From an optimization exercise on the open Yosys and OpenROAD flow, aimed at small area and a short achievable clock period; shortcuts taken in it are not production practice.
At most, simulation tests tie the RTL to the original design; equivalence was not proved.
For run 4, only the layout was checked, not whether the RTL still works.
Power is estimated from default activity; no workload was simulated.

$ cat config.mk
export PLATFORM = sky130hd
export DESIGN_NAME = pixel_burst_fifo
export DESIGN_NICKNAME = pixel_burst_fifo
export VERILOG_FILES = /design/flow/design.v
export SDC_FILE = /design/flow/constraint.sdc
export NUM_CORES = 4
export LEC_CHECK = 0
export CAP_MARGIN = 20
export CORE_MARGIN = 2
export CORE_UTILIZATION = 50
export CTS_BUF_LIST = sky130_fd_sc_hd__clkbuf_8 sky130_fd_sc_hd__clkbuf_16
export CTS_CLUSTER_DIAMETER = 120
export CTS_CLUSTER_SIZE = 24
export PLACE_DENSITY = 0.65
export SETUP_SLACK_MARGIN = 2.0
export SLEW_MARGIN = 20
export BUFFER_PORTS_ARGS = -buffer_cell sky130_fd_sc_hd__buf_4
$ cat constraint.sdc
create_clock -name core_clock -period 4.5 [get_ports {clk_25}]
set_input_delay 0.9000 -clock core_clock [delete_from_list [all_inputs] [get_ports {clk_25}]]
set_output_delay 0.9000 -clock core_clock [all_outputs]
set_load 0.01 [all_outputs]
$ cat design.v
package pixel_pkg;
    localparam int PIX_W = 44;
    localparam int OVF_W = 16;
    localparam int X_LSB = 34;
    localparam int X_MSB = 43;
    localparam int Y_LSB = 24;
    localparam int Y_MSB = 33;
    localparam int R_LSB = 16;
    localparam int R_MSB = 23;
    localparam int G_LSB = 8;
    localparam int G_MSB = 15;
    localparam int B_LSB = 0;
    localparam int B_MSB = 7;
    typedef struct packed {
        logic [9:0] x;
        logic [9:0] y;
        logic [7:0] r;
        logic [7:0] g;
        logic [7:0] b;
    } pixel_t;
    function automatic logic [PIX_W-1:0] pack_pixel(input pixel_t p);
        logic [PIX_W-1:0] w;
        w = '0;
        w[X_MSB:X_LSB] = p.x;
        w[Y_MSB:Y_LSB] = p.y;
        w[R_MSB:R_LSB] = p.r;
        w[G_MSB:G_LSB] = p.g;
        w[B_MSB:B_LSB] = p.b;
        pack_pixel = w;
    endfunction
    function automatic pixel_t unpack_pixel(input logic [PIX_W-1:0] w);
        pixel_t p;
        p.x = w[X_MSB:X_LSB];
        p.y = w[Y_MSB:Y_LSB];
        p.r = w[R_MSB:R_LSB];
        p.g = w[G_MSB:G_LSB];
        p.b = w[B_MSB:B_LSB];
        unpack_pixel = p;
    endfunction
endpackage
module pixel_fifo_ram
#(
    parameter int ADDR_W = 6,
    parameter int DATA_W = pixel_pkg::PIX_W
) (
    input  logic              clk_25,
    input  logic              reset,
    input  logic              wr_en,
    input  logic [2**ADDR_W-1:0] wr_sel,
    input  logic [DATA_W-1:0] wr_data,
    input  logic              rd_en,
    input  logic [2**ADDR_W-1:0] rd_sel,
    input  logic [2**ADDR_W-1:0] rd_sel_b,
    output logic [DATA_W-1:0] rd_data
);
    localparam int DEPTH = 2 ** ADDR_W;
    logic [DATA_W-1:0] mem [DEPTH];
    logic [DATA_W-1:0] rd_word;
    logic [DATA_W-1:0] rd_data_q;
    always_ff @(posedge clk_25) begin
        for (int i = 0; i < DEPTH; i++) begin
            if (wr_en && wr_sel[i]) begin
                mem[i] <= wr_data;
            end
        end
    end
    always_comb begin
        rd_word = '0;
        for (int i = 0; i < DEPTH; i++) begin
            rd_word[DATA_W/2-1:0] = rd_word[DATA_W/2-1:0] |
                (mem[i][DATA_W/2-1:0] & {(DATA_W/2){rd_sel[i]}});
            rd_word[DATA_W-1:DATA_W/2] = rd_word[DATA_W-1:DATA_W/2] |
                (mem[i][DATA_W-1:DATA_W/2] & {(DATA_W-DATA_W/2){rd_sel_b[(i+DEPTH/2)%DEPTH]}});
        end
    end
    always_ff @(posedge clk_25) begin
        if (reset) begin
            rd_data_q <= '0;
        end else if (rd_en) begin
            rd_data_q <= rd_word;
        end
    end
    assign rd_data = rd_data_q;
endmodule
module pixel_burst_fifo
#(
    parameter int ADDR_W    = 6,
    parameter int BURST_LEN = 8
) (
    input  logic              clk_25,
    input  logic              reset,
    input  logic              wrreq,
    input  logic [9:0]        x_i,
    input  logic [9:0]        y_i,
    input  logic [7:0]        red_i,
    input  logic [7:0]        green_i,
    input  logic [7:0]        blue_i,
    input  logic              rdreq,
    output logic              rd_valid,
    output logic [9:0]        x_o,
    output logic [9:0]        y_o,
    output logic [7:0]        red_o,
    output logic [7:0]        green_o,
    output logic [7:0]        blue_o,
    output logic [ADDR_W:0]   usedw,
    output logic              empty,
    output logic              full,
    output logic              burst_rdy,
    output logic [pixel_pkg::OVF_W-1:0]  ovf_cnt
);
    localparam int DEPTH    = 2 ** ADDR_W;
    localparam int USEDW_W  = ADDR_W + 1;
    logic [DEPTH-1:0]   wr_sel_q;    
    logic [DEPTH-1:0]   rd_sel_q;    
    logic [DEPTH-1:0]   rd_sel_bq;   
    logic [USEDW_W-1:0] usedw_q;
    logic               empty_q, full_q, burst_q;
    logic [pixel_pkg::OVF_W-1:0]   ovf_cnt_q;
    logic               rd_valid_q;
    logic               wr_acc;
    logic               rd_acc;
    logic               inc, dec;
    logic [USEDW_W-1:0] usedw_p1, usedw_m1;
    logic               ovf_sat;
    logic [pixel_pkg::PIX_W-1:0]   wr_word;
    logic [pixel_pkg::PIX_W-1:0]   rd_word;
    pixel_pkg::pixel_t             wr_pix;
    pixel_pkg::pixel_t             rd_pix;
    assign empty     = empty_q;
    assign full      = full_q;
    assign burst_rdy = burst_q;
    assign wr_acc = wrreq & ~full_q;
    assign rd_acc = rdreq & ~empty_q;
    assign inc    = wr_acc & ~rd_acc;
    assign dec    = rd_acc & ~wr_acc;
    assign usedw_p1 = usedw_q + 1'b1;
    assign usedw_m1 = usedw_q - 1'b1;
    assign ovf_sat  = &ovf_cnt_q;
    assign wr_pix.x = x_i;
    assign wr_pix.y = y_i;
    assign wr_pix.r = red_i;
    assign wr_pix.g = green_i;
    assign wr_pix.b = blue_i;
    assign wr_word  = pixel_pkg::pack_pixel(wr_pix);
    always_ff @(posedge clk_25) begin
        if (reset) begin
            wr_sel_q   <= DEPTH'(1);
            rd_sel_q   <= DEPTH'(1);
            rd_sel_bq  <= DEPTH'(1) << (DEPTH/2);
            usedw_q    <= '0;
            empty_q    <= 1'b1;
            full_q     <= 1'b0;
            burst_q    <= 1'b0;
            ovf_cnt_q  <= '0;
            rd_valid_q <= 1'b0;
        end else begin
            rd_valid_q <= rd_acc;
            if (wr_acc) wr_sel_q <= {wr_sel_q[DEPTH-2:0], wr_sel_q[DEPTH-1]};
            if (rd_acc) begin
                rd_sel_q  <= {rd_sel_q[DEPTH-2:0], rd_sel_q[DEPTH-1]};
                rd_sel_bq <= {rd_sel_bq[DEPTH-2:0], rd_sel_bq[DEPTH-1]};
            end
            if (inc) begin
                usedw_q <= usedw_p1;
                empty_q <= 1'b0;
                full_q  <= (usedw_q == USEDW_W'(DEPTH - 1));
                burst_q <= (usedw_q >= USEDW_W'(BURST_LEN - 1));
            end else if (dec) begin
                usedw_q <= usedw_m1;
                empty_q <= (usedw_q == USEDW_W'(1));
                full_q  <= 1'b0;
                burst_q <= (usedw_q >= USEDW_W'(BURST_LEN + 1));
            end
            if (wrreq && full_q && !ovf_sat) ovf_cnt_q <= ovf_cnt_q + 1'b1;
        end
    end
    pixel_fifo_ram #(
        .ADDR_W (ADDR_W),
        .DATA_W (pixel_pkg::PIX_W)
    ) u_ram (
        .clk_25  (clk_25),
        .reset   (reset),
        .wr_en   (wr_acc),
        .wr_sel  (wr_sel_q),
        .wr_data (wr_word),
        .rd_en   (rd_acc),
        .rd_sel  (rd_sel_q),
        .rd_sel_b(rd_sel_bq),
        .rd_data (rd_word)
    );
    assign rd_pix   = pixel_pkg::unpack_pixel(rd_word);
    assign x_o      = rd_pix.x;
    assign y_o      = rd_pix.y;
    assign red_o    = rd_pix.r;
    assign green_o  = rd_pix.g;
    assign blue_o   = rd_pix.b;
    assign rd_valid = rd_valid_q;
    assign usedw    = usedw_q;
    assign ovf_cnt  = ovf_cnt_q;
endmodule
$ cat flow/run.sh
#!/bin/bash
# Standard ORFS layout, except that the port buffers are plain buf_4 cells
# instead of the default pick, so they can drive the pins quickly.
set -euo pipefail
cat >> config.mk <<'EOC'
export BUFFER_PORTS_ARGS = -buffer_cell sky130_fd_sc_hd__buf_4
EOC
bash standard.sh synth > synth.log 2>&1
bash standard.sh finish > layout.log 2>&1
$ cat standard.sh
#!/bin/bash
# synth_recipe.tcl (not shown) runs the flow's synth.tcl, then flattens the netlist and writes it again
# the make line also repeats each setting of config.mk as NAME=value (left out here)
make -C /OpenROAD-flow-scripts/flow DESIGN_CONFIG=/design/flow/config.mk WORK_HOME=/design/flow/orfs CLKGATE_MAP_FILE= SYNTH_SCRIPT=/design/flow/synth_recipe.tcl "${@:-finish}"
==> impl_metrics.py, run 1 <==
metrics = {
    "outcome": {
        "status": "no timing/DRC/antenna violations",
    },
    "synth": {
        "synth_area_leader_cell": "edfxtp_1",
        "synth_area_mm2": 0.109,
        "ys_seq_area_share_pct": 82.8,
        "yosysMostFrequentCell": "edfxtp_1",
        "synth.area.top_cells": "edfxtp_1 78%, a22oi_1 7.8%, dfxtp_1 4.9%, nand4_1 1.7%, nand2_1 1.4%",
        "synth_nets": 6178,
        "synthTopCellsByCount": "2816 x edfxtp_1, 1125 x a22oi_1, 391 x nand2_1, 303 x clkbuf_1, 303 x nand4_1",
        "yosysUniqueCellTypes": 44,
        "synth_top_area_share_pct": 77.9,
        "syn_area_per_cell_um2": 17.7,
        "synth_ff_type": "edfxtp_1",
        "synth-seq-cells": 3079,
        "synth_edf_count": 2816,
        "netlist_instances": 6125,
        "synthArstFlopShare_pct": 0,
        "yosys_warnings": 3,
    },
    "placed_design": {
        "dp_hpwl_um": 249000,
        "globalplace.congestion": 0.914,
        "dpl.cell_count": 9009,
        "dpl_worst_slack_ns": 1.08,
        "io_buffer_count": 118,
        "dpl_cell_area_mm2": 0.115,
    },
    "route": {
        "drt-total-wl_um": 449000,
        "drtIter0Drc": 17400,
        "dr.pass1.iters": 9,
        "vias": 72100,
        "drcViolationCount": 0,
        "postRouteAntennaNets": 0,
        "via_per_inst": 7.69,
        "post_drt_wl_per_cell_um": 47.9,
    },
    "sta": {
        "period_needed_ns": 2.66,
        "setup_tns_ns": 0,
        "max_freq_ghz": 0.375,
        "slew_viol_final": 0,
        "clock-skew-final_ns": 0.0367,
        "hold_viol": 0,
        "rsz0062_at_grt": "true",
        "worst_hold_slack_ns": 0.465,
        "period_share_pct": 59.2,
        "setup_ws_ns": 1.84,
        "setup-violations-final": 0,
        "slew_headroom_pct": 8.83,
        "tightestPinTransition_ns": 1.37,
    },
    "global_routing": {
        "grt_overflow_total": 0,
        "grt_max_degree": 173,
        "grt_pass1_wl_um": 588000,
        "gr-usage-all-layers_pct": 39.7,
        "grt_pass1_vias": 65900,
        "grt_antenna_before_repair": 19,
    },
    "power": {
        "ir_drop_mv": 0.321,
        "p_sw_mw": 10.1,
        "combPwrFrac_pct": 2.7,
        "total_power_mw": 47.7,
        "clkPwrFrac_pct": 31.5,
        "swShare_pct": 21.1,
        "p_per_area_mw_per_mm2": 396,
        "p_int_mw": 37.7,
        "p_seq_share_pct": 65.8,
        "p_leak_nw": 36.4,
    },
    "clocking": {
        "cts_max_path_buffers": 3,
        "cts_sinks": 3079,
        "clk_latency_ns": 0.88,
        "cts_max_level": 4,
        "postCtsHoldBufs": 0,
        "clock-root-buffer": "clkbuf_16",
        "cts_tree": "done",
        "cts_buffers": 146,
        "clk_pin_slew_worst_paths_ns": 0.09,
    },
    "setup_path": {
        "r2r-end": "u_ram.mem[9][27]$_DFFE_PP_",
        "r2r_cells": 6,
        "cp_max_fo": 35,
        "crit_chain": "nand2b_2, inv_6, buf_4, nand2_1, clkinvlp_4, buf_12",
        "path_delay_family": "buffers and inverters",
        "worstSetupEndpointType": "flop",
        "crit_required_ns": 5.08,
        "rrSetupSlack_ns": 1.84,
        "critPathArrivalTime_ns": 3.24,
        "max_stage_delay_ns": 0.70,
        "criticalPathCategory": "flop to flop",
        "worst_setup_path_start_kind": "flop",
        "cp_slowest_cell": "clkinvlp_4",
        "worst-path-buf-inv": 4,
        "r2r_start": "full_q$_SDFFE_PP0P_",
    },
    "finish": {
        "multi_input_area_mm2": 0.0173,
        "fin_util_pct": 55.7,
        "n_fill_cell": 16500,
        "nNetsFinal": 6441,
        "fin_cells": 9376,
        "drive_gt1_share_pct": 13.1,
        "regArea_mm2": 0.0900,
        "postLayoutCellArea_mm2": 0.121,
        "areaGrowthSynthToFinish_pct": 11.0,
    },
    "hold_path": {
        "holdPathStages": 2,
        "hp-start": "wr_sel_q[40]$_SDFFE_PP0P_",
        "hold_path_end": "wr_sel_q[40]$_SDFFE_PP0P_",
        "hp-class": "flop to flop",
    },
    "floorplan": {
        "row_count": 171,
        "die_area_mm2": 0.221,
        "die_height_um": 470,
        "boundaryPins": 119,
        "fp.dieW_um": 470,
        "core_mm2": 0.217,
        "initial_core_util_pct": 50.1,
    },
    "job": {
        "max_cap_violations": 0,
    },
}
-- worst reg2reg max path, delay by kind of cell, from the launching register on --
kind	cells	cell delay, ns
buf+inv	4	1.55
flops	1	0.45
simple gates	2	0.37
-- area by class of cell --
class	instances	share of cell area, %
Timing Repair Buffer	454	3.99
Antenna cell	17	0.0353
Tap cell	2854	2.96
Multi-Input combinational cell	2634	14.3
Inverter	71	0.428
Timing Repair inverter	2	0.0125
Sequential cell	3079	74.7
Clock buffer	151	3.14
Clock inverter	114	0.390
-- kinds of logic (layout without fill, tap and decap cells) --
kind of cell	after synthesis	after routing	synth area share, %
AO/OA/AOI/OAI	1664	1664	11.3
flip-flops	3079	3079	82.8
XOR/XNOR	14	14	0.113
multiplexers	2	2	0.0184
AND/OR/NAND/NOR	949	949	4.37
buffers and inverters	412	792	1.43
other	0	17	0
adder cells (fa/ha/maj)	5	5	0.0576
-- placed cells by master, fill, tap and decap left out, types with 2 or more instances in the layout --
master,instances
a211oi_1,44
a21oi_1,243
a221oi_1,93
a221oi_2,4
a222oi_1,44
a22o_1,98
a22oi_1,1124
a311oi_1,2
and3_1,46
buf_12,109
buf_4,342
clkbuf_16,151
clkinvlp_4,65
dfxtp_1,110
dfxtp_2,142
dfxtp_4,11
diode_2,17
edfxtp_1,2816
ha_1,5
inv_1,113
inv_6,6
mux2i_1,2
nand2_1,391
nand3_1,15
nand3b_1,3
nand4_1,303
nor2_1,71
nor3_1,54
nor4_1,43
nor4_2,3
nor4_4,2
nor4b_1,2
o21ai_0,5
or2_2,2
or3_1,3
xnor2_1,9
xor2_1,5
-- registers in the layout, indices dropped and copies added (netlist names) --
| register | count |
|---|---|
| burst_q | 1 |
| wr_sel_q | 64 |
| empty_q | 1 |
| rd_valid_q | 1 |
| rd_sel_q | 64 |
| full_q | 1 |
| usedw_q | 7 |
| u_ram.mem | 2816 |
| ovf_cnt_q | 16 |
| rd_sel_bq | 64 |
| u_ram.rd_data_q | 44 |
-- worst max path at each step --
stage / endpoint / start / cells past startpoint / slack (ns)
finish: u_ram.mem[9][27]$_DFFE_PP_ / full_q$_SDFFE_PP0P_ / 6 / 1.84
global route: u_ram.mem[9][27]$_DFFE_PP_ / full_q$_SDFFE_PP0P_ / 6 / 1.78
global placement: u_ram.mem[43][24]$_DFFE_PP_ / wrreq / 7 / 1.07
detailed placement: u_ram.mem[49][15]$_DFFE_PP_ / wrreq / 7 / 1.08
CTS: u_ram.mem[8][15]$_DFFE_PP_ / full_q$_SDFFE_PP0P_ / 5 / 1.80
floorplan: usedw_q[6]$_SDFFE_PP0P_ / rdreq / 11 / 1.99
-- routing by layer --
metal	vias up	global-route usage, %	part of all wire [%]
met2	8634	54.2	40
met1	36000	53.1	32
met5	-	0.281	0.033
li1	25700	-	-
met3	1755	16.7	20
met4	20	23.3	7.6
-- what timing repair did --
action / 4_1_cts / 5_1_grt
setup endpoints to repair: 1381 / 435
gates cloned: 1 / 1
setup buffers: 55 / 27
hold endpoints to repair: 0 / 0
pin swaps: 2 / 3
resized for setup: 40 / 17
-- power by group through the flow --
stage	logic, mW	clock network (mW)	registers (mW)
finish	1.27	15.0	31.4
global route	1.31	15.8	31.4
CTS	1.21	14.9	31.4
detailed placement	1.21	0	32.1
global placement	1.19	0	32.1
floorplan	0.406	0	32.0
==> run 2, diff against run 1 <==
--- a/config.mk
+++ b/config.mk
@@ -12,6 +12,6 @@
 export CTS_CLUSTER_DIAMETER = 120
 export CTS_CLUSTER_SIZE = 24
 export PLACE_DENSITY = 0.65
-export SETUP_SLACK_MARGIN = 2.0
+export SETUP_SLACK_MARGIN = 2.3
 export SLEW_MARGIN = 20
 export BUFFER_PORTS_ARGS = -buffer_cell sky130_fd_sc_hd__buf_4
==> impl_metrics.py, run 2 <==
metrics = {
    "synth": {
        "synth_area_leader_cell": "edfxtp_1",
        "syn_area_per_cell_um2": 17.7,
        "synth_top_area_share_pct": 77.9,
        "synth-seq-cells": 3079,
        "netlist_instances": 6125,
        "synth_nets": 6178,
        "synthArstFlopShare_pct": 0,
        "synth_area_mm2": 0.109,
        "ys_seq_area_share_pct": 82.8,
        "yosys_warnings": 3,
        "synthTopCellsByCount": "2816 x edfxtp_1, 1125 x a22oi_1, 391 x nand2_1, 303 x clkbuf_1, 303 x nand4_1",
        "synth.area.top_cells": "edfxtp_1 78%, a22oi_1 7.8%, dfxtp_1 4.9%, nand4_1 1.7%, nand2_1 1.4%",
        "synth_ff_type": "edfxtp_1",
        "yosysMostFrequentCell": "edfxtp_1",
        "synth_edf_count": 2816,
        "yosysUniqueCellTypes": 44,
    },
    "placed_design": {
        "globalplace.congestion": 0.920,
        "dpl_worst_slack_ns": 1.01,
        "io_buffer_count": 118,
        "dp_hpwl_um": 250000,
        "dpl.cell_count": 9003,
    },
    "clocking": {
        "clock-root-buffer": "clkbuf_16",
        "cts_buffers": 146,
        "cts_max_level": 4,
        "postCtsHoldBufs": 0,
        "cts_tree": "done",
        "cts_sinks": 3079,
        "clk_pin_slew_worst_paths_ns": 0.10,
        "cts_max_path_buffers": 3,
        "clk_latency_ns": 0.90,
    },
    "power": {
        "p_leak_nw": 37.6,
        "ir_drop_mv": 0.271,
        "p_per_area_mw_per_mm2": 392,
        "total_power_mw": 48.1,
    },
    "sta": {
        "tightestPinTransition_ns": 1.26,
        "clock-skew-final_ns": 0.0488,
        "rsz0062_at_grt": "true",
        "max_freq_ghz": 0.407,
        "slew_viol_final": 0,
        "slew_headroom_pct": 16.3,
        "period_needed_ns": 2.46,
        "setup_ws_ns": 2.04,
        "period_share_pct": 54.6,
        "setup-violations-final": 0,
        "setup_tns_ns": 0,
        "hold_viol": 0,
    },
    "global_routing": {
        "grt_antenna_before_repair": 20,
        "grt_max_degree": 90,
        "grt_pass1_vias": 66100,
        "gr-usage-all-layers_pct": 40.8,
        "grt_pass1_wl_um": 600000,
        "grt_overflow_total": 0,
    },
    "setup_path": {
        "crit_required_ns": 3.60,
        "worst_setup_path_start_kind": "flop",
        "criticalPathCategory": "flop to output port",
        "crit_start": "u_ram.rd_data_q[43]$_SDFFE_PP0P_",
        "critPathArrivalTime_ns": 1.56,
        "path_delay_family": "flip-flops",
        "worst-path-buf-inv": 1,
        "max_stage_delay_ns": 0.53,
        "r2r_start": "rd_sel_q[37]$_SDFFE_PP0P_",
        "cp_slowest_cell": "dfxtp_4",
        "crit_chain": "buf_6",
        "worstSetupEndpointType": "output port",
        "cp_max_fo": 2,
    },
    "route": {
        "drt-total-wl_um": 464000,
        "postRouteAntennaNets": 0,
        "drcViolationCount": 0,
        "vias": 73400,
        "drtIter0Drc": 17800,
        "via_per_inst": 7.76,
        "post_drt_wl_per_cell_um": 49.1,
        "dr.pass1.iters": 9,
    },
    "finish": {
        "drive_gt1_share_pct": 16.7,
        "final_cell_mix": "2816 x edfxtp_1, 1117 x a22oi_1, 332 x nand2_1",
        "regMostFlops": "u_ram.mem",
        "final_common_cell": "edfxtp_1",
        "n_fill_cell": 16200,
        "areaGrowthSynthToFinish_pct": 13.2,
        "nNetsFinal": 6525,
        "largest_reg_flops": 2816,
        "fin_cells": 9464,
    },
    "floorplan": {
        "die_height_um": 470,
        "die_area_mm2": 0.221,
        "initial_core_util_pct": 50.1,
        "row_count": 171,
        "boundaryPins": 119,
        "fp.dieW_um": 470,
        "core_mm2": 0.217,
    },
    "job": {
        "max_cap_violations": 0,
    },
    "outcome": {
        "status": "no timing/DRC/antenna violations",
    },
    "hold_path": {
        "hp-start": "wr_sel_q[61]$_SDFFE_PP0P_",
        "hp-class": "flop to flop",
    },
}
==> run 2: cell counts after synthesis <==
Identical to the previous run, type by type.
==> run 2: final timing paths <==
path	slack, ns	cells after the start	to
max	2.04	1	x_o[9]
min	0.46	2	wr_sel_q[61]$_SDFFE_PP0P_
max reg2reg	2.17	7	u_ram.rd_data_q[20]$_SDFFE_PP0P_
min reg2reg	0.46	2	wr_sel_q[61]$_SDFFE_PP0P_
==> run 2: cells by family after synthesis <==
kind of cell / after synthesis / share of synthesized area, %
fa+ha+maj: 5 / 0.0576
buf+inv: 412 / 1.43
compound gates: 1664 / 11.3
flops: 3079 / 82.8
xor+xnor: 14 / 0.113
simple gates: 949 / 4.37
mux: 2 / 0.0184
==> run 2: report_power, final <==
part	internal [mW]	total, mW	leakage [nW]	switching [mW]
registers	31.2	31.4	27.6	0.166
logic	0.389	1.53	7.54	1.14
clock network	6.16	15.2	2.47	9.02
total	37.8	48.1	37.6	10.3
==> run 2: stage by stage <==
step / hold WS, ns / area (µm²) / util [%]
floorplan: 0.432 / 109000 / -
global placement: 0.440 / 115000 / 53.3
detailed placement: 0.449 / 115000 / 53.3
CTS: 0.463 / 122000 / 56.3
global route: 0.480 / 123000 / 56.7
finish: 0.465 / 123000 / 56.7
==> run 2: area by class of cell <==
| cell class | instances | area, µm² | share of cell area, % |
|---|---|---|---|
| well taps | 2854 | 3570 | 2.91 |
| flip-flops and latches | 3079 | 90300 | 73.5 |
| repair inverters | 10 | 82.6 | 0.0672 |
| inverters | 71 | 546 | 0.444 |
| diodes | 19 | 47.5 | 0.0387 |
| clock inverters | 117 | 544 | 0.443 |
| clock buffers | 150 | 3750 | 3.06 |
| multi-input cells | 2635 | 18100 | 14.7 |
| repair buffers | 529 | 5870 | 4.78 |
==> run 2: layer usage <==
metal | up-vias | GRT usage (%) | share of wire [%]
met5 | - | 0.260 | 0.073
met4 | 26 | 22.8 | 7.6
met3 | 1871 | 19.5 | 21
met2 | 9196 | 56.4 | 40
met1 | 36400 | 52.7 | 31
li1 | 25900 | - | -
==> run 2: worst min-delay path, cell delays in order, from the launching register on <==
cell and delay [ns]:
dfxtp_1 0.32, nand2_1 0.05, a21oi_1 0.05
==> run 2: timing repair <==
| item | 4_1_cts | 5_1_grt |
|---|---|---|
| setup endpoints to repair | 2409 | 238 |
| resized for setup | 298 | 89 |
| pin swaps | 31 | 35 |
| cloned | 11 | 6 |
| endpoints found under the hold margin | 0 | 0 |
| setup buffers | 124 | 34 |
==> run 3, diff against run 2 <==
--- a/design.v
+++ b/design.v
@@ -50,7 +50,6 @@
     input  logic [DATA_W-1:0] wr_data,
     input  logic              rd_en,
     input  logic [2**ADDR_W-1:0] rd_sel,
-    input  logic [2**ADDR_W-1:0] rd_sel_b,
     output logic [DATA_W-1:0] rd_data
 );
     localparam int DEPTH = 2 ** ADDR_W;
@@ -67,10 +66,7 @@
     always_comb begin
         rd_word = '0;
         for (int i = 0; i < DEPTH; i++) begin
-            rd_word[DATA_W/2-1:0] = rd_word[DATA_W/2-1:0] |
-                (mem[i][DATA_W/2-1:0] & {(DATA_W/2){rd_sel[i]}});
-            rd_word[DATA_W-1:DATA_W/2] = rd_word[DATA_W-1:DATA_W/2] |
-                (mem[i][DATA_W-1:DATA_W/2] & {(DATA_W-DATA_W/2){rd_sel_b[(i+DEPTH/2)%DEPTH]}});
+            rd_word = rd_word | (mem[i] & {DATA_W{rd_sel[i]}});
         end
     end
     always_ff @(posedge clk_25) begin
@@ -112,7 +108,6 @@
     localparam int USEDW_W  = ADDR_W + 1;
     logic [DEPTH-1:0]   wr_sel_q;    
     logic [DEPTH-1:0]   rd_sel_q;    
-    logic [DEPTH-1:0]   rd_sel_bq;   
     logic [USEDW_W-1:0] usedw_q;
     logic               empty_q, full_q, burst_q;
     logic [pixel_pkg::OVF_W-1:0]   ovf_cnt_q;
@@ -146,7 +141,6 @@
         if (reset) begin
             wr_sel_q   <= DEPTH'(1);
             rd_sel_q   <= DEPTH'(1);
-            rd_sel_bq  <= DEPTH'(1) << (DEPTH/2);
             usedw_q    <= '0;
             empty_q    <= 1'b1;
             full_q     <= 1'b0;
@@ -156,10 +150,7 @@
         end else begin
             rd_valid_q <= rd_acc;
             if (wr_acc) wr_sel_q <= {wr_sel_q[DEPTH-2:0], wr_sel_q[DEPTH-1]};
-            if (rd_acc) begin
-                rd_sel_q  <= {rd_sel_q[DEPTH-2:0], rd_sel_q[DEPTH-1]};
-                rd_sel_bq <= {rd_sel_bq[DEPTH-2:0], rd_sel_bq[DEPTH-1]};
-            end
+            if (rd_acc) rd_sel_q <= {rd_sel_q[DEPTH-2:0], rd_sel_q[DEPTH-1]};
             if (inc) begin
                 usedw_q <= usedw_p1;
                 empty_q <= 1'b0;
@@ -185,7 +176,6 @@
         .wr_data (wr_word),
         .rd_en   (rd_acc),
         .rd_sel  (rd_sel_q),
-        .rd_sel_b(rd_sel_bq),
         .rd_data (rd_word)
     );
     assign rd_pix   = pixel_pkg::unpack_pixel(rd_word);
==> impl_metrics.py, run 3 <==
metrics = {
    "synth": {
        "syn_area_per_cell_um2": 18.1,
        "yosys_warnings": 3,
        "synth_adder_area_share_pct": 0.0586,
        "ys_seq_area_share_pct": 83.0,
        "synthArstFlopShare_pct": 0,
        "synth.area.top_cells": "edfxtp_1 79%, a22oi_1 7.9%, dfxtp_1 3.7%, nand4_1 1.8%, nand2_1 0.92%",
        "synth_area_mm2": 0.107,
        "yosysMostFrequentCell": "edfxtp_1",
        "synthMuxAreaShare_pct": 0.0188,
        "synth_ff_type": "edfxtp_1",
        "synth_edf_count": 2816,
        "netlist_instances": 5905,
        "synth-seq-cells": 3015,
        "synth_top_family_by_area": "compound AO/OA/AOI/OAI gates",
        "synth_top_area_share_pct": 79.2,
        "yosysUniqueCellTypes": 42,
        "yosys.area_share.simple_pct": 3.95,
        "synth_nets": 5958,
        "synthTopCellsByCount": "2816 x edfxtp_1, 1118 x a22oi_1, 304 x nand4_1, 261 x nand2_1, 199 x dfxtp_1",
        "synth_compound_area_share_pct": 11.2,
        "synth_area_leader_cell": "edfxtp_1",
        "synthXorXnorAreaFrac_pct": 0.148,
    },
    "route": {
        "dr.pass1.iters": 16,
        "via_per_inst": 8.20,
        "drtIter0Drc": 21100,
        "post_drt_wl_per_cell_um": 54.3,
        "postRouteAntennaNets": 0,
        "vias": 77500,
        "drcViolationCount": 0,
        "drt-total-wl_um": 513000,
    },
    "floorplan": {
        "core_mm2": 0.212,
        "boundaryPins": 119,
        "die_area_mm2": 0.217,
        "die_height_um": 466,
        "fp.dieW_um": 466,
        "initial_core_util_pct": 50.3,
        "row_count": 169,
    },
    "sta": {
        "tightestPinTransition_ns": 1.43,
        "hold_viol": 0,
        "slew_viol_final": 0,
        "period_needed_ns": 2.63,
        "slew_headroom_pct": 4.78,
        "max_freq_ghz": 0.380,
        "period_share_pct": 58.4,
        "rsz0062_at_grt": "true",
        "setup-violations-final": 0,
        "clock-skew-final_ns": 0.0483,
        "setup_tns_ns": 0,
        "worst_hold_slack_ns": 0.495,
    },
    "clocking": {
        "clock-root-buffer": "clkbuf_16",
        "clk_pin_slew_worst_paths_ns": 0.10,
        "clk_latency_ns": 0.87,
        "cts_sinks": 3015,
        "postCtsHoldBufs": 0,
        "cts_max_path_buffers": 3,
        "cts_tree": "done",
        "cts_max_level": 4,
        "cts_buffers": 144,
    },
    "power": {
        "p_leak_nw": 38.5,
        "clkPwrFrac_pct": 31.8,
        "p_seq_share_pct": 64.9,
        "p_per_area_mw_per_mm2": 382,
        "p_sw_mw": 10.2,
        "ir_drop_mv": 0.305,
        "combPwrFrac_pct": 3.3,
        "p_int_mw": 37.2,
        "swShare_pct": 21.6,
    },
    "finish": {
        "reg.largest.list": "u_ram.mem (2816), rd_sel_q (64), wr_sel_q (64)",
        "final_cell_mix": "2816 x edfxtp_1, 1091 x a22oi_1, 390 x buf_4",
        "nNetsFinal": 6461,
        "regMostFlops": "u_ram.mem",
        "n_fill_cell": 15300,
        "final_common_cell": "edfxtp_1",
        "drive_gt1_share_pct": 19.5,
        "largest_reg_flops": 2816,
        "areaGrowthSynthToFinish_pct": 16.3,
    },
    "global_routing": {
        "grt_pass1_wl_um": 643000,
        "grt_max_degree": 110,
        "grt_overflow_total": 0,
        "gr-usage-all-layers_pct": 45.6,
        "grt_pass1_vias": 66700,
        "grt_antenna_before_repair": 60,
    },
    "setup_path": {
        "rrSetupSlack_ns": 1.87,
        "worstSetupEndpointType": "flop",
        "worst_setup_path_start_kind": "flop",
        "cp_max_fo": 5,
        "criticalPathCategory": "flop to flop",
        "crit_chain": "buf_12, a222oi_1, nand4_1, nor4_4, a211oi_1",
        "path_delay_family": "compound AO/OA/AOI/OAI gates",
        "cp_slowest_cell": "a222oi_1",
        "crit_required_ns": 5.22,
        "max_stage_delay_ns": 1.01,
        "worst-path-buf-inv": 1,
        "critPathArrivalTime_ns": 3.35,
    },
    "placed_design": {
        "globalplace.congestion": 0.914,
        "dp_hpwl_um": 247000,
        "io_buffer_count": 118,
    },
    "outcome": {
        "status": "no timing/DRC/antenna violations",
    },
    "hold_path": {
        "hp-class": "input port to flop",
    },
    "job": {
        "max_cap_violations": 0,
    },
}
[run 3: what timing repair did]
item                                    in CTS  in global routing
endpoints found under the hold margin        0                  0
cloned                                       8                  7
setup buffers                              328                 66
resized for setup                          352                 86
pin swaps                                   38                 54
endpoints found under the setup margin    2424                455
[run 3: cell type report]
| type | instances | area [µm²] | share of cell area [%] |
|---|---|---|---|
| timing repair inverter | 4 | 30.0 | 0.0242 |
| multi-input combinational | 2439 | 17700 | 14.2 |
| sequential | 3015 | 89000 | 71.7 |
| clock inverter | 114 | 489 | 0.394 |
| timing repair buffer | 735 | 8890 | 7.16 |
| tap | 2821 | 3530 | 2.84 |
| clock buffer | 150 | 3750 | 3.02 |
| antenna | 105 | 263 | 0.212 |
| inverter | 69 | 517 | 0.416 |
[run 3: kinds of logic (layout without fill, tap and decap cells)]
group	count (synthesis)	after routing
flops	3015	3015
compound gates	1598	1598
simple gates	815	816
xor+xnor	18	18
fa+ha+maj	5	5
mux	2	2
buf+inv	452	1072
other cells	0	105
[run 3: power groups by stage]
stage,registers [mW],clock network (mW),logic [mW]
global placement,31.4,0,1.25
global route,30.8,15.6,1.58
finish,30.8,15.1,1.58
detailed placement,31.4,0,1.27
floorplan,31.4,0,0.423
CTS,30.8,14.8,1.45
[run 3: worst min-delay path: cells and delay by family]
family / cells / cell delay, ns
AO/OA/AOI/OAI: 1 / 0.06
buffers and inverters: 1 / 0.13
AND/OR/NAND/NOR: 3 / 0.22
[run 3: through the flow]
stage | cells | instance area, µm² | power, mW | utilization [%] | setup slack (ns)
floorplan | 5905 | 108000 | 31.8 | - | 1.56
CTS | 9274 | 123000 | 47.0 | 57.8 | 2.08
detailed placement | 8674 | 113000 | 32.7 | 53.3 | 1.08
global route | 9361 | 124000 | 48.0 | 58.4 | 2.02
finish | 9452 | 124000 | 47.4 | 58.5 | 1.87
global placement | 8674 | 113000 | 32.7 | 53.3 | 1.10
[run 3: worst paths after layout]
path	startpoint	cells after the start	end
setup / recovery	rd_sel_q[40]$_SDFFE_PP0P_	5	u_ram.rd_data_q[30]$_SDFFE_PP0P_
hold / removal	wrreq	5	ovf_cnt_q[1]$_SDFFE_PP0P_
setup reg to reg	rd_sel_q[40]$_SDFFE_PP0P_	5	u_ram.rd_data_q[30]$_SDFFE_PP0P_
hold reg to reg	wr_sel_q[4]$_SDFFE_PP0P_	2	wr_sel_q[4]$_SDFFE_PP0P_
[run 3: layer usage]
metal / vias to the layer above / track usage, % / wire length, µm
li1: 25600 / - / -
met1: 37800 / 54.9 / 151000
met2: 11200 / 59.3 / 198000
met3: 2905 / 25.9 / 109000
met4: 60 / 36.6 / 54200
met5: - / 0.988 / 1140
==> run 4, diff against run 3 <==
--- a/design.v
+++ b/design.v
@@ -46,7 +46,7 @@
     input  logic              clk_25,
     input  logic              reset,
     input  logic              wr_en,
-    input  logic [2**ADDR_W-1:0] wr_sel,
+    input  logic [ADDR_W-1:0] wr_addr,
     input  logic [DATA_W-1:0] wr_data,
     input  logic              rd_en,
     input  logic [2**ADDR_W-1:0] rd_sel,
@@ -54,8 +54,14 @@
 );
     localparam int DEPTH = 2 ** ADDR_W;
     logic [DATA_W-1:0] mem [DEPTH];
+    logic [DEPTH-1:0]  wr_sel;
     logic [DATA_W-1:0] rd_word;
     logic [DATA_W-1:0] rd_data_q;
+    always_comb begin
+        for (int i = 0; i < DEPTH; i++) begin
+            wr_sel[i] = (wr_addr == ADDR_W'(i));
+        end
+    end
     always_ff @(posedge clk_25) begin
         for (int i = 0; i < DEPTH; i++) begin
             if (wr_en && wr_sel[i]) begin
@@ -106,7 +112,7 @@
 );
     localparam int DEPTH    = 2 ** ADDR_W;
     localparam int USEDW_W  = ADDR_W + 1;
-    logic [DEPTH-1:0]   wr_sel_q;    
+    logic [ADDR_W-1:0]  wr_ptr_q;
     logic [DEPTH-1:0]   rd_sel_q;    
     logic [USEDW_W-1:0] usedw_q;
     logic               empty_q, full_q, burst_q;
@@ -139,7 +145,7 @@
     assign wr_word  = pixel_pkg::pack_pixel(wr_pix);
     always_ff @(posedge clk_25) begin
         if (reset) begin
-            wr_sel_q   <= DEPTH'(1);
+            wr_ptr_q   <= '0;
             rd_sel_q   <= DEPTH'(1);
             usedw_q    <= '0;
             empty_q    <= 1'b1;
@@ -149,7 +155,7 @@
             rd_valid_q <= 1'b0;
         end else begin
             rd_valid_q <= rd_acc;
-            if (wr_acc) wr_sel_q <= {wr_sel_q[DEPTH-2:0], wr_sel_q[DEPTH-1]};
+            if (wr_acc) wr_ptr_q <= wr_ptr_q + 1'b1;
             if (rd_acc) rd_sel_q <= {rd_sel_q[DEPTH-2:0], rd_sel_q[DEPTH-1]};
             if (inc) begin
                 usedw_q <= usedw_p1;
@@ -172,7 +178,7 @@
         .clk_25  (clk_25),
         .reset   (reset),
         .wr_en   (wr_acc),
-        .wr_sel  (wr_sel_q),
+        .wr_addr (wr_ptr_q),
         .wr_data (wr_word),
         .rd_en   (rd_acc),
         .rd_sel  (rd_sel_q),
--- a/config.mk
+++ b/config.mk
@@ -7,11 +7,11 @@
 export LEC_CHECK = 0
 export CAP_MARGIN = 20
 export CORE_MARGIN = 2
-export CORE_UTILIZATION = 50
+export CORE_UTILIZATION = 65
 export CTS_BUF_LIST = sky130_fd_sc_hd__clkbuf_8 sky130_fd_sc_hd__clkbuf_16
 export CTS_CLUSTER_DIAMETER = 120
-export CTS_CLUSTER_SIZE = 24
-export PLACE_DENSITY = 0.65
-export SETUP_SLACK_MARGIN = 2.3
+export CTS_CLUSTER_SIZE = 30
+export PLACE_DENSITY = 0.75
+export SETUP_SLACK_MARGIN = 2.0
 export SLEW_MARGIN = 20
 export BUFFER_PORTS_ARGS = -buffer_cell sky130_fd_sc_hd__buf_4
==> impl_metrics.py, run 4 <==
metrics = {
    "synth": {
        "synth_ff_type": "edfxtp_1",
        "synth_area_mm2": 0.105,
        "synth_compound_area_share_pct": 11.1,
        "synthMuxAreaShare_pct": 0.0190,
        "yosysUniqueCellTypes": 51,
        "synth_area_leader_cell": "edfxtp_1",
        "yosys.area_share.simple_pct": 3.97,
        "syn_area_per_cell_um2": 18.4,
        "synth-seq-cells": 2957,
        "yosysMostFrequentCell": "edfxtp_1",
        "yosys_warnings": 3,
        "netlist_instances": 5705,
        "synth_nets": 5762,
        "synthArstFlopShare_pct": 0,
        "synthXorXnorAreaFrac_pct": 0.191,
        "ys_seq_area_share_pct": 83.0,
        "synth_top_area_share_pct": 80.3,
        "synth_top_family_by_area": "compound AO/OA/AOI/OAI gates",
        "synthTopCellsByCount": "2816 x edfxtp_1, 1122 x a22oi_1, 304 x nand4_1, 155 x nand2_1, 144 x buf_2",
        "synth_adder_area_share_pct": 0.107,
        "synth.area.top_cells": "edfxtp_1 80%, a22oi_1 8.0%, dfxtp_1 2.7%, nand4_1 1.8%, a22o_1 0.82%",
        "synth_edf_count": 2816,
    },
    "setup_path": {
        "crit_required_ns": 5.24,
        "criticalPathCategory": "flop to flop",
        "rrSetupSlack_ns": 1.78,
        "crit_chain": "buf_4, a22oi_1, nand4_1, nor4_2, a211oi_1",
        "worst_setup_path_start_kind": "flop",
        "cp_slowest_cell": "dfxtp_4",
        "max_stage_delay_ns": 0.92,
        "critPathArrivalTime_ns": 3.46,
        "cp_max_fo": 25,
        "worstSetupEndpointType": "flop",
    },
    "sta": {
        "hold_viol": 0,
        "rsz0062_at_grt": "true",
        "tightestPinTransition_ns": 1.24,
        "period_needed_ns": 2.72,
        "clock-skew-final_ns": 0.0588,
        "slew_headroom_pct": 17.0,
        "slew_viol_final": 0,
        "setup-violations-final": 0,
        "setup_tns_ns": 0,
        "max_freq_ghz": 0.368,
        "period_share_pct": 60.4,
    },
    "finish": {
        "fin_cells": 8162,
        "drive_gt1_share_pct": 11.8,
        "multi_input_area_mm2": 0.0168,
        "largest_reg_flops": 2816,
        "areaGrowthSynthToFinish_pct": 8.88,
        "regArea_mm2": 0.0877,
        "nNetsFinal": 5898,
        "final_common_cell": "edfxtp_1",
        "reg.largest.list": "u_ram.mem (2816), rd_sel_q (64), u_ram.rd_data_q (44)",
        "n_fill_cell": 9564,
        "final_cell_mix": "2816 x edfxtp_1, 1120 x a22oi_1, 307 x buf_4",
        "regMostFlops": "u_ram.mem",
    },
    "global_routing": {
        "top_usage_layer": "met2",
        "grt_util_met3_pct": 24.8,
        "gr-usage-all-layers_pct": 50.7,
        "grt_overflow_total": 0,
        "grt_pass1_wl_um": 547000,
        "grt_max_degree": 109,
        "grt_pass1_vias": 63100,
        "grt_antenna_before_repair": 54,
        "grtUsageMet1_pct": 62.5,
        "grt_util_met2_pct": 68.0,
    },
    "floorplan": {
        "core_mm2": 0.161,
        "boundaryPins": 119,
        "initial_core_util_pct": 65.5,
        "row_count": 147,
        "die_height_um": 406,
        "die_area_mm2": 0.165,
        "fp.dieW_um": 406,
    },
    "outcome": {
        "status": "no timing/DRC/antenna violations",
    },
    "power": {
        "combPwrFrac_pct": 2.9,
        "p_sw_mw": 9.31,
        "p_leak_nw": 34.3,
        "swShare_pct": 21.0,
        "ir_drop_mv": 0.531,
        "p_int_mw": 35.0,
        "p_seq_share_pct": 68.6,
        "p_per_area_mw_per_mm2": 386,
        "clkPwrFrac_pct": 28.5,
    },
    "route": {
        "post_drt_wl_per_cell_um": 52.6,
        "drtIter0Drc": 19900,
        "postRouteAntennaNets": 0,
        "vias": 71400,
        "via_per_inst": 8.75,
        "drt-total-wl_um": 430000,
        "drcViolationCount": 0,
        "dr.pass1.iters": 10,
    },
    "placed_design": {
        "dp_hpwl_um": 223000,
        "globalplace.congestion": 0.920,
        "io_buffer_count": 118,
        "dpl.cell_count": 7825,
    },
    "clocking": {
        "cts_buffers": 108,
        "clk_latency_ns": 0.86,
        "cts_max_path_buffers": 3,
        "postCtsHoldBufs": 0,
        "cts_max_level": 3,
        "cts_tree": "done",
        "clk_pin_slew_worst_paths_ns": 0.12,
        "clock-root-buffer": "clkbuf_16",
        "cts_sinks": 2957,
    },
    "job": {
        "max_cap_violations": 0,
    },
    "hold_path": {
        "hp-class": "flop to flop",
    },
}
-- run 4: changes by cell type after synthesis, sizes merged, moves of 7 or more --
| cell | previous run | this run |
|---|---|---|
| nand2 | 261 | 155 |
| clkbuf | 174 | 144 |
| buf | 209 | 232 |
| inv | 69 | 10 |
| nor2 | 68 | 139 |
| xnor2 | 9 | 16 |
| dfxtp | 199 | 141 |
| a21oi | 182 | 119 |
-- run 4: layout make-up --
class,count,share of cell area [%]
diodes,68,0.148
clock buffers,109,2.38
multi-input cells,2362,14.7
clock inverters,94,0.384
inverters,10,0.0393
flip-flops and latches,2957,76.5
well taps,2160,2.36
repair buffers,402,3.54
-- run 4: path summary, 6_finish.rpt --
kind	startpoint	endpoint	cells after the start
worst max-delay path	rd_sel_q[8]$_SDFFE_PP0P_	u_ram.rd_data_q[10]$_SDFFE_PP0P_	5
worst min-delay path	burst_q$_SDFFE_PP0P_	burst_q$_SDFFE_PP0P_	2
worst max register to register	rd_sel_q[8]$_SDFFE_PP0P_	u_ram.rd_data_q[10]$_SDFFE_PP0P_	5
worst min register to register	burst_q$_SDFFE_PP0P_	burst_q$_SDFFE_PP0P_	2
-- run 4: stage by stage --
stage / util, % / total power, mW / hold slack, ns / setup slack [ns] / area (µm²)
4_1_cts: 70.7 / 43.9 / 0.494 / 1.90 / 114000
5_1_grt: 71.2 / 44.8 / 0.515 / 1.89 / 114000
3_5_place_dp: 68.5 / 32.2 / 0.476 / 1.13 / 110000
2_1_floorplan: - / 31.3 / 0.496 / 1.43 / 106000
3_3_place_gp: 68.5 / 32.1 / 0.483 / 1.16 / 110000
6_report: 71.3 / 44.3 / 0.494 / 1.78 / 115000
-- run 4: cells by family (layout without fill, tap and decap cells) --
group	count (synthesis)	count (layout)
flip-flops	2957	2957
AO/OA/AOI/OAI	1541	1541
AND/OR/NAND/NOR	787	787
buffers and inverters	386	615
XOR/XNOR	23	23
adder cells (fa/ha/maj)	9	9
multiplexers	2	2
other	0	68
-- run 4: what timing repair did --
action | CTS | global route
gates resized for setup | 41 | 34
pin swaps | 9 | 16
endpoints found under the setup margin | 713 | 595
buffers inserted | 22 | 42
-- run 4: layer usage --
metal | vias up | share of wire [%] | wire, µm
met3 | 2924 | 22 | 94100
met5 | - | 0.13 | 546
met1 | 33800 | 27 | 117000
met4 | 45 | 11 | 49000
li1 | 24200 | - | -
met2 | 10500 | 39 | 169000
-- run 4: critical path, delay by kind of cell, from the launching register on --
family,cells,cell delay [ns]
DFF,1,0.92
buffers and inverters,1,0.67
and+or+nand+nor,2,0.60
AOI/OAI and AO/OA,2,0.45
-- run 4: power groups by stage --
stage	clock network, mW	registers, mW	logic, mW
2_1_floorplan	0	30.9	0.405
3_3_place_gp	0	31.0	1.18
3_5_place_dp	0	31.0	1.21
4_1_cts	12.3	30.3	1.21
5_1_grt	13.1	30.4	1.31
6_report	12.6	30.4	1.30
==> run 5, diff against run 4 <==
--- a/design.v
+++ b/design.v
@@ -46,22 +46,17 @@
     input  logic              clk_25,
     input  logic              reset,
     input  logic              wr_en,
-    input  logic [ADDR_W-1:0] wr_addr,
+    input  logic [2**ADDR_W-1:0] wr_sel,
     input  logic [DATA_W-1:0] wr_data,
     input  logic              rd_en,
     input  logic [2**ADDR_W-1:0] rd_sel,
+    input  logic [2**ADDR_W-1:0] rd_sel_b,
     output logic [DATA_W-1:0] rd_data
 );
     localparam int DEPTH = 2 ** ADDR_W;
     logic [DATA_W-1:0] mem [DEPTH];
-    logic [DEPTH-1:0]  wr_sel;
     logic [DATA_W-1:0] rd_word;
     logic [DATA_W-1:0] rd_data_q;
-    always_comb begin
-        for (int i = 0; i < DEPTH; i++) begin
-            wr_sel[i] = (wr_addr == ADDR_W'(i));
-        end
-    end
     always_ff @(posedge clk_25) begin
         for (int i = 0; i < DEPTH; i++) begin
             if (wr_en && wr_sel[i]) begin
@@ -72,7 +67,10 @@
     always_comb begin
         rd_word = '0;
         for (int i = 0; i < DEPTH; i++) begin
-            rd_word = rd_word | (mem[i] & {DATA_W{rd_sel[i]}});
+            rd_word[DATA_W/2-1:0] = rd_word[DATA_W/2-1:0] |
+                (mem[i][DATA_W/2-1:0] & {(DATA_W/2){rd_sel[i]}});
+            rd_word[DATA_W-1:DATA_W/2] = rd_word[DATA_W-1:DATA_W/2] |
+                (mem[i][DATA_W-1:DATA_W/2] & {(DATA_W-DATA_W/2){rd_sel_b[(i+DEPTH/2)%DEPTH]}});
         end
     end
     always_ff @(posedge clk_25) begin
@@ -112,8 +110,13 @@
 );
     localparam int DEPTH    = 2 ** ADDR_W;
     localparam int USEDW_W  = ADDR_W + 1;
-    logic [ADDR_W-1:0]  wr_ptr_q;
+    localparam int WSUB     = 8;                
+    localparam int WGRP     = DEPTH / WSUB;
+    logic [WSUB-1:0]    wr_sub_q;    
+    logic [WGRP-1:0]    wr_grp_q;    
+    logic [DEPTH-1:0]   wr_sel;
     logic [DEPTH-1:0]   rd_sel_q;    
+    logic [DEPTH-1:0]   rd_sel_bq;   
     logic [USEDW_W-1:0] usedw_q;
     logic               empty_q, full_q, burst_q;
     logic [pixel_pkg::OVF_W-1:0]   ovf_cnt_q;
@@ -143,10 +146,17 @@
     assign wr_pix.g = green_i;
     assign wr_pix.b = blue_i;
     assign wr_word  = pixel_pkg::pack_pixel(wr_pix);
+    always_comb begin
+        for (int i = 0; i < DEPTH; i++) begin
+            wr_sel[i] = wr_grp_q[i / WSUB] & wr_sub_q[i % WSUB];
+        end
+    end
     always_ff @(posedge clk_25) begin
         if (reset) begin
-            wr_ptr_q   <= '0;
+            wr_sub_q   <= WSUB'(1);
+            wr_grp_q   <= WGRP'(1);
             rd_sel_q   <= DEPTH'(1);
+            rd_sel_bq  <= DEPTH'(1) << (DEPTH/2);
             usedw_q    <= '0;
             empty_q    <= 1'b1;
             full_q     <= 1'b0;
@@ -155,8 +165,14 @@
             rd_valid_q <= 1'b0;
         end else begin
             rd_valid_q <= rd_acc;
-            if (wr_acc) wr_ptr_q <= wr_ptr_q + 1'b1;
-            if (rd_acc) rd_sel_q <= {rd_sel_q[DEPTH-2:0], rd_sel_q[DEPTH-1]};
+            if (wr_acc) begin
+                wr_sub_q <= {wr_sub_q[WSUB-2:0], wr_sub_q[WSUB-1]};
+                if (wr_sub_q[WSUB-1]) wr_grp_q <= {wr_grp_q[WGRP-2:0], wr_grp_q[WGRP-1]};
+            end
+            if (rd_acc) begin
+                rd_sel_q  <= {rd_sel_q[DEPTH-2:0], rd_sel_q[DEPTH-1]};
+                rd_sel_bq <= {rd_sel_bq[DEPTH-2:0], rd_sel_bq[DEPTH-1]};
+            end
             if (inc) begin
                 usedw_q <= usedw_p1;
                 empty_q <= 1'b0;
@@ -178,10 +194,11 @@
         .clk_25  (clk_25),
         .reset   (reset),
         .wr_en   (wr_acc),
-        .wr_addr (wr_ptr_q),
+        .wr_sel  (wr_sel),
         .wr_data (wr_word),
         .rd_en   (rd_acc),
         .rd_sel  (rd_sel_q),
+        .rd_sel_b(rd_sel_bq),
         .rd_data (rd_word)
     );
     assign rd_pix   = pixel_pkg::unpack_pixel(rd_word);
--- a/config.mk
+++ b/config.mk
@@ -7,11 +7,11 @@
 export LEC_CHECK = 0
 export CAP_MARGIN = 20
 export CORE_MARGIN = 2
-export CORE_UTILIZATION = 65
+export CORE_UTILIZATION = 50
 export CTS_BUF_LIST = sky130_fd_sc_hd__clkbuf_8 sky130_fd_sc_hd__clkbuf_16
 export CTS_CLUSTER_DIAMETER = 120
-export CTS_CLUSTER_SIZE = 30
-export PLACE_DENSITY = 0.75
-export SETUP_SLACK_MARGIN = 2.0
+export CTS_CLUSTER_SIZE = 24
+export PLACE_DENSITY = 0.65
+export SETUP_SLACK_MARGIN = 2.3
 export SLEW_MARGIN = 20
 export BUFFER_PORTS_ARGS = -buffer_cell sky130_fd_sc_hd__buf_4
==> impl_metrics.py, run 5 <==
metrics = {
    "hold_path": {
        "hp-class": "input port to flop",
    },
    "sta": {
        "hold_viol": 0,
        "worst_hold_slack_ns": 0.455,
        "slew_viol_final": 0,
        "max_freq_ghz": 0.391,
        "period_needed_ns": 2.55,
        "period_share_pct": 56.8,
        "clock-skew-final_ns": 0.0511,
        "setup_tns_ns": 0,
        "setup-violations-final": 0,
        "tightestPinTransition_ns": 1.35,
        "rsz0062_at_grt": "true",
        "slew_headroom_pct": 9.78,
    },
    "clocking": {
        "cts_sinks": 3031,
        "postCtsHoldBufs": 0,
        "cts_max_path_buffers": 3,
        "clock-root-buffer": "clkbuf_16",
        "cts_tree": "done",
        "cts_max_level": 4,
        "clk_pin_slew_worst_paths_ns": 0.10,
        "clk_latency_ns": 0.88,
        "cts_buffers": 144,
    },
    "floorplan": {
        "fp.dieW_um": 467,
        "die_area_mm2": 0.218,
        "core_mm2": 0.214,
        "die_height_um": 467,
        "boundaryPins": 119,
        "initial_core_util_pct": 50.2,
        "row_count": 170,
    },
    "placed_design": {
        "dp_hpwl_um": 259000,
        "globalplace.congestion": 0.959,
        "io_buffer_count": 118,
        "dpl_cell_area_mm2": 0.113,
    },
    "synth": {
        "synth_ff_type": "edfxtp_1",
        "yosys_warnings": 3,
        "synthArstFlopShare_pct": 0,
        "yosysUniqueCellTypes": 45,
        "yosysMostFrequentCell": "edfxtp_1",
        "ys_seq_area_share_pct": 82.8,
        "synth_area_leader_cell": "edfxtp_1",
        "synth-seq-cells": 3031,
        "netlist_instances": 5917,
        "synth_nets": 5970,
        "synth_area_mm2": 0.107,
        "syn_area_per_cell_um2": 18.1,
        "synth_edf_count": 2816,
        "synthTopCellsByCount": "2816 x edfxtp_1, 1122 x a22oi_1, 305 x nand4_1, 295 x nand2_1, 223 x clkbuf_1",
        "synth.area.top_cells": "edfxtp_1 79%, a22oi_1 7.8%, dfxtp_1 4.0%, nand4_1 1.8%, nand2_1 1.0%",
        "synth_top_area_share_pct": 78.8,
    },
    "power": {
        "p_per_area_mw_per_mm2": 388,
        "p_int_mw": 37.3,
        "swShare_pct": 21.4,
        "combPwrFrac_pct": 3.2,
        "total_power_mw": 47.4,
        "p_sw_mw": 10.1,
        "p_leak_nw": 37.3,
        "p_seq_share_pct": 65.3,
        "ir_drop_mv": 0.506,
        "clkPwrFrac_pct": 31.5,
    },
    "setup_path": {
        "critPathArrivalTime_ns": 3.29,
        "cp_max_fo": 24,
        "worstSetupEndpointType": "flop",
        "crit_required_ns": 5.24,
        "worst_setup_path_start_kind": "flop",
        "criticalPathCategory": "flop to flop",
    },
    "route": {
        "vias": 74100,
        "postRouteAntennaNets": 0,
        "dr.pass1.iters": 18,
        "drcViolationCount": 0,
        "drt-total-wl_um": 480000,
        "via_per_inst": 7.95,
        "post_drt_wl_per_cell_um": 51.5,
        "drtIter0Drc": 18400,
    },
    "finish": {
        "postLayoutCellArea_mm2": 0.122,
        "final_cell_mix": "2816 x edfxtp_1, 1107 x a22oi_1, 320 x buf_4",
        "drive_gt1_share_pct": 17.9,
        "regMostFlops": "u_ram.mem",
        "final_common_cell": "edfxtp_1",
        "regArea_mm2": 0.0895,
        "reg.largest.list": "u_ram.mem (2816), rd_sel_bq (64), rd_sel_q (64)",
        "areaGrowthSynthToFinish_pct": 13.8,
        "multi_input_area_mm2": 0.0186,
        "largest_reg_flops": 2816,
        "fin_util_pct": 57.1,
        "n_fill_cell": 15900,
        "nNetsFinal": 6383,
    },
    "global_routing": {
        "grt_pass1_vias": 66000,
        "grt_overflow_total": 0,
        "grt_antenna_before_repair": 38,
        "grt_pass1_wl_um": 612000,
        "gr-usage-all-layers_pct": 42.7,
        "grt_max_degree": 108,
    },
    "outcome": {
        "status": "no timing/DRC/antenna violations",
    },
    "job": {
        "max_cap_violations": 0,
    },
}
-- run 5: cell types whose count changed after synthesis, sizes merged, moves of 71 or more --
cell / previous run / this run
clkbuf: 144 / 225
nand2: 155 / 295
dfxtp: 141 / 215
a21oi: 119 / 195
buf: 232 / 105
nor2: 139 / 68
-- run 5: final timing paths --
kind | from | end | slack, ns | cells past startpoint
worst max-delay path | rd_sel_q[41]$_SDFFE_PP0P_ | u_ram.rd_data_q[12]$_SDFFE_PP0P_ | 1.95 | 5
worst min-delay path | wrreq | ovf_cnt_q[1]$_SDFFE_PP0P_ | 0.46 | 5
worst max register to register | rd_sel_q[41]$_SDFFE_PP0P_ | u_ram.rd_data_q[12]$_SDFFE_PP0P_ | 1.95 | 5
worst min register to register | empty_q$_SDFFE_PP1P_ | empty_q$_SDFFE_PP1P_ | 0.52 | 2
-- run 5: area by class of cell --
class                           count  area share, %
Sequential cell                  3031           73.2
Multi-Input combinational cell   2592           15.3
Timing Repair Buffer              547           4.98
Clock buffer                      150           3.07
Tap cell                         2838           2.91
Clock inverter                    114          0.390
Inverter                           13         0.0891
Antenna cell                       31         0.0635
Timing Repair inverter              1        0.00922
-- run 5: routing by layer --
layer,global-route usage [%],share of wire (%)
met5,0.856,0.13
met4,34.0,10
met2,58.9,41
met3,19.7,19
met1,51.4,30
-- run 5: worst max-delay path, cell delays in order, from the launching register on --
cell and delay [ns]:
dfxtp_2 0.32, buf_4 0.31, a22oi_2 0.31, nand4_1 0.77, nor3_4 0.56, a211oi_1 0.14
-- run 5: cell families (layout without fill, tap and decap cells) --
| kind of cell | after synthesis | in the layout | share of synthesized area (%) |
|---|---|---|---|
| DFF | 3031 | 3031 | 82.8 |
| xor gates and xnor gates | 18 | 18 | 0.147 |
| buffers and inverters | 343 | 825 | 1.36 |
| adders and majority gates | 5 | 5 | 0.0583 |
| and+or+nand+nor | 905 | 954 | 4.40 |
| other | 0 | 31 | 0 |
| AOI/OAI and AO/OA | 1612 | 1612 | 11.2 |
| muxes | 3 | 3 | 0.0280 |
-- run 5: through the flow --
step / std cells / setup WS, ns
finish: 9317 / 1.95
floorplan: 5917 / 1.96
detailed placement: 8758 / 1.17
global placement: 8735 / 1.12
global route: 9289 / 2.07
CTS: 9187 / 2.00
-- run 5: power by group through the flow --
stage | logic, mW | registers, mW | clock network [mW]
2_1_floorplan | 0.413 | 31.5 | 0
3_3_place_gp | 1.25 | 31.6 | 0
3_5_place_dp | 1.26 | 31.6 | 0
4_1_cts | 1.41 | 31.0 | 14.7
5_1_grt | 1.55 | 30.9 | 15.7
6_report | 1.53 | 31.0 | 15.0
-- run 5: what timing repair did --
| item | CTS | global route |
|---|---|---|
| endpoints found under the hold margin | 0 | 0 |
| pin swaps | 58 | 62 |
| gates cloned | 46 | 8 |
| endpoints found under the setup margin | 2530 | 748 |
| buffers inserted | 119 | 90 |
| gates resized for setup | 392 | 131 |
==> run 6, diff against run 5 <==
==> flow/run.sh (replaced) <==
#!/bin/bash
# Standard ORFS layout with two changes:
#  - the port buffers are plain buf_4 cells instead of the default pick;
#  - the pins are placed by flow/io.tcl: each data bit's input and output pin
#    side by side along the top and bottom edges, so each bit's storage column
#    sits next to its pins.
set -euo pipefail
cat >> config.mk <<EOC
export BUFFER_PORTS_ARGS = -buffer_cell sky130_fd_sc_hd__buf_4
export PRE_IO_PLACEMENT_TCL = $(pwd)/flow/io.tcl
EOC
bash standard.sh synth > synth.log 2>&1
bash standard.sh finish > layout.log 2>&1
==> flow/io.tcl (new file) <==
# Pin placement: each data bit's input and output pins side by side, the low
# half of the word spread along the top edge and the high half along the
# bottom edge, in bit order; requests, reset and clock on the left edge and
# the status outputs on the right edge.
proc pix_port {dir k} {
  if {$k < 8}  { return "blue_${dir}\[$k\]" }
  if {$k < 16} { return "green_${dir}\[[expr {$k-8}]\]" }
  if {$k < 24} { return "red_${dir}\[[expr {$k-16}]\]" }
  if {$k < 34} { return "y_${dir}\[[expr {$k-24}]\]" }
  return "x_${dir}\[[expr {$k-34}]\]"
}
set die [[ord::get_db_block] getDieArea]
set dbu [[ord::get_db_tech] getDbUnitsPerMicron]
set w [expr {double([$die xMax]) / $dbu}]
set h [expr {double([$die yMax]) / $dbu}]
set m 10.0
set half 22
for {set j 0} {$j < $half} {incr j} {
  set x0 [expr {$m + ($w - 2*$m) * $j / $half}]
  set x1 [expr {$m + ($w - 2*$m) * ($j + 1) / $half}]
  set_io_pin_constraint -pin_names [list [pix_port i $j] [pix_port o $j]] -region [format "top:%.2f-%.2f" $x0 $x1]
  set k [expr {$j + $half}]
  set_io_pin_constraint -pin_names [list [pix_port i $k] [pix_port o $k]] -region [format "bottom:%.2f-%.2f" $x0 $x1]
}
set_io_pin_constraint -pin_names {wrreq rdreq reset clk_25} -region [format "left:%.2f-%.2f" [expr {$h/2 - 20}] [expr {$h/2 + 20}]]
set st {rd_valid empty full burst_rdy}
for {set k 0} {$k < 7} {incr k} { lappend st "usedw\[$k\]" }
for {set k 0} {$k < 16} {incr k} { lappend st "ovf_cnt\[$k\]" }
set_io_pin_constraint -pin_names $st -region [format "right:%.2f-%.2f" [expr {$h/2 - 40}] [expr {$h/2 + 40}]]
--- a/config.mk
+++ b/config.mk
@@ -15,3 +15,4 @@
 export SETUP_SLACK_MARGIN = 2.3
 export SLEW_MARGIN = 20
 export BUFFER_PORTS_ARGS = -buffer_cell sky130_fd_sc_hd__buf_4
+export PRE_IO_PLACEMENT_TCL = /design/flow/flow/io.tcl
==> impl_metrics.py, run 6 <==
metrics = {
    "setup_path": {
        "rrSetupSlack_ns": 2.12,
        "crit_chain": "buf_6",
        "worst_setup_path_start_kind": "flop",
        "criticalPathCategory": "flop to output port",
        "cp_max_fo": 3,
        "worst-path-buf-inv": 1,
        "cp_slowest_cell": "dfxtp_4",
        "path_delay_family": "flip-flops",
        "r2r-end": "u_ram.mem[50][21]$_DFFE_PP_",
        "r2r_start": "wr_grp_q[6]$_SDFFE_PP0P_",
        "max_stage_delay_ns": 0.51,
    },
    "synth": {
        "yosys_warnings": 3,
        "synth_top_area_share_pct": 78.8,
        "yosysUniqueCellTypes": 45,
        "netlist_instances": 5917,
        "ys_seq_area_share_pct": 82.8,
        "synth_nets": 5970,
        "synth.area.top_cells": "edfxtp_1 79%, a22oi_1 7.8%, dfxtp_1 4.0%, nand4_1 1.8%, nand2_1 1.0%",
        "synth_edf_count": 2816,
        "yosysMostFrequentCell": "edfxtp_1",
    },
    "sta": {
        "setup-violations-final": 0,
        "clock-skew-final_ns": 0.0427,
        "slew_viol_final": 0,
        "tightestPinTransition_ns": 1.18,
        "setup_ws_ns": 2.07,
        "max_freq_ghz": 0.411,
        "setup_tns_ns": 0,
        "rsz0062_at_grt": "true",
    },
    "finish": {
        "areaGrowthSynthToFinish_pct": 13.4,
        "n_fill_cell": 16000,
        "final_cell_mix": "2816 x edfxtp_1, 1098 x a22oi_1, 322 x buf_4",
        "nNetsFinal": 6362,
        "reg.largest.list": "u_ram.mem (2816), rd_sel_bq (64), rd_sel_q (64)",
        "fin_util_pct": 56.9,
        "fin_cells": 9279,
    },
    "floorplan": {
        "core_mm2": 0.214,
        "die_area_mm2": 0.218,
        "fp.dieW_um": 467,
        "initial_core_util_pct": 50.2,
    },
    "power": {
        "combPwrFrac_pct": 3.3,
        "p_seq_share_pct": 65.0,
        "p_sw_mw": 10.2,
        "ir_drop_mv": 0.270,
        "p_int_mw": 37.4,
        "p_leak_nw": 37.1,
    },
    "hold_path": {
        "hp-start": "wrreq",
        "holdPathStages": 5,
        "hold_path_end": "ovf_cnt_q[1]$_SDFFE_PP0P_",
    },
    "route": {
        "routed.top_layer": "met5",
        "drtIter0Drc": 18700,
        "via_per_inst": 7.93,
        "dr.pass1.iters": 10,
        "wl_met2_um": 189000,
        "postRouteAntennaNets": 0,
        "wl_met3_um": 97200,
        "drcViolationCount": 0,
    },
    "global_routing": {
        "grt_antenna_before_repair": 37,
        "gr-usage-all-layers_pct": 42.2,
        "grt_pass1_wl_um": 609000,
    },
    "placed_design": {
        "dpl.cell_count": 8756,
        "dpl_worst_slack_ns": 1.05,
        "globalplace.congestion": 0.952,
    },
    "clocking": {
        "cts_max_level": 4,
        "cts_sinks": 3031,
        "clk_pin_slew_worst_paths_ns": 0.10,
        "clk_latency_ns": 0.89,
        "cts_buffers": 145,
        "cts_tree": "done",
        "clock-root-buffer": "clkbuf_16",
        "cts_max_path_buffers": 3,
    },
    "outcome": {
        "status": "no timing/DRC/antenna violations",
    },
}
-- run 6: cell count changes in the layout (fill, tap and decap cells not counted), moves of 6 or more --
| cell | change |
|---|---|
| diode_2 | -9 |
| buf_6 | -8 |
| inv_1 | -10 |
| and3_2 | +6 |
| a221oi_4 | -7 |
| a22oi_1 | -9 |
| a221oi_1 | +11 |
| and3_4 | -19 |
| a22oi_2 | +9 |
-- run 6: worst max path at each step --
| stage | end | cells past startpoint | start | slack [ns] |
|---|---|---|---|---|
| after global placement | u_ram.mem[52][25]$_DFFE_PP_ | 5 | wrreq | 1.06 |
| after global routing | x_o[5] | 1 | u_ram.rd_data_q[39]$_SDFFE_PP0P_ | 2.08 |
| after detailed placement | u_ram.mem[41][12]$_DFFE_PP_ | 6 | wrreq | 1.05 |
| after CTS | x_o[5] | 1 | u_ram.rd_data_q[39]$_SDFFE_PP0P_ | 2.08 |
| after floorplan | burst_q$_SDFFE_PP0P_ | 12 | wrreq | 1.96 |
| final | x_o[5] | 1 | u_ram.rd_data_q[39]$_SDFFE_PP0P_ | 2.07 |
-- run 6: repair_timing --
action                                  in CTS  in global routing
resized for setup                          370                111
setup buffers                              114                 86
hold buffers                                 0                  0
pin swaps                                   61                 52
cloned                                      41                  3
endpoints found under the setup margin    2757                450
-- run 6: cell type report --
type,instances,area (µm²),area share (%)
repair buffers,536,5920,4.86
well taps,2838,3550,2.92
inverters,13,128,0.105
clock buffers,152,3800,3.13
repair inverters,2,17.5,0.0144
multi-input cells,2580,18300,15.0
diodes,22,55.1,0.0452
flip-flops and latches,3031,89500,73.5
clock inverters,105,465,0.382
-- run 6: kinds of logic after synthesis --
logic type | after synthesis | share of synthesized area (%)
DFF | 3031 | 82.8
AOI/OAI and AO/OA | 1612 | 11.2
and+or+nand+nor | 905 | 4.40
buffers and inverters | 343 | 1.36
xor gates and xnor gates | 18 | 0.147
adders and majority gates | 5 | 0.0583
muxes | 3 | 0.0280
-- run 6: through the flow --
| step | hold slack [ns] | instance area, µm² |
|---|---|---|
| global route | 0.481 | 122000 |
| CTS | 0.465 | 120000 |
| global placement | 0.496 | 113000 |
| finish | 0.479 | 122000 |
| detailed placement | 0.512 | 113000 |
| floorplan | 0.454 | 108000 |
-- run 6: power by group through the flow --
stage	logic (mW)	registers (mW)	clock network (mW)
floorplan	0.413	31.5	0
finish	1.59	30.9	15.1
CTS	1.45	30.9	14.8
detailed placement	1.30	31.6	0
global route	1.61	30.9	15.7
global placement	1.28	31.6	0
-- run 6: layer usage --
| layer | vias to the layer above | global-route usage (%) |
|---|---|---|
| li1 | 25500 | - |
| met1 | 36300 | 53.6 |
| met2 | 9600 | 57.3 |
| met3 | 2110 | 20.2 |
| met4 | 34 | 28.1 |
| met5 | - | 0.264 |

==> what the ideal ports hide <==
Ports are ideal in the flow. The routed layouts listed here were re-timed in OpenROAD. Step 1 assumes that a clkbuf_16 drives the clock port and a buf_2 every other input. Step 2, shift: input delay + t, output delay - t, t = (earliest + latest rising clock arrival at the registers) / 2. This alone moves slack from input paths to output paths. Slacks: no drivers / after step 1 / after step 2; pairs: no drivers / after step 1.
run	shift t [ns]	setup slack, ns
run 1	0.953	1.836 / 1.836 / 1.333
run 2	0.964	2.042 / 1.948 / 1.672
run 3	0.956	1.870 / 1.870 / 1.534
run 4	0.925	1.781 / 1.781 / 1.382
run 5	0.964	1.946 / 1.946 / 1.647
run 6	0.936	2.069 / 2.000 / 1.263
After both steps setup and hold are still met in every run listed.
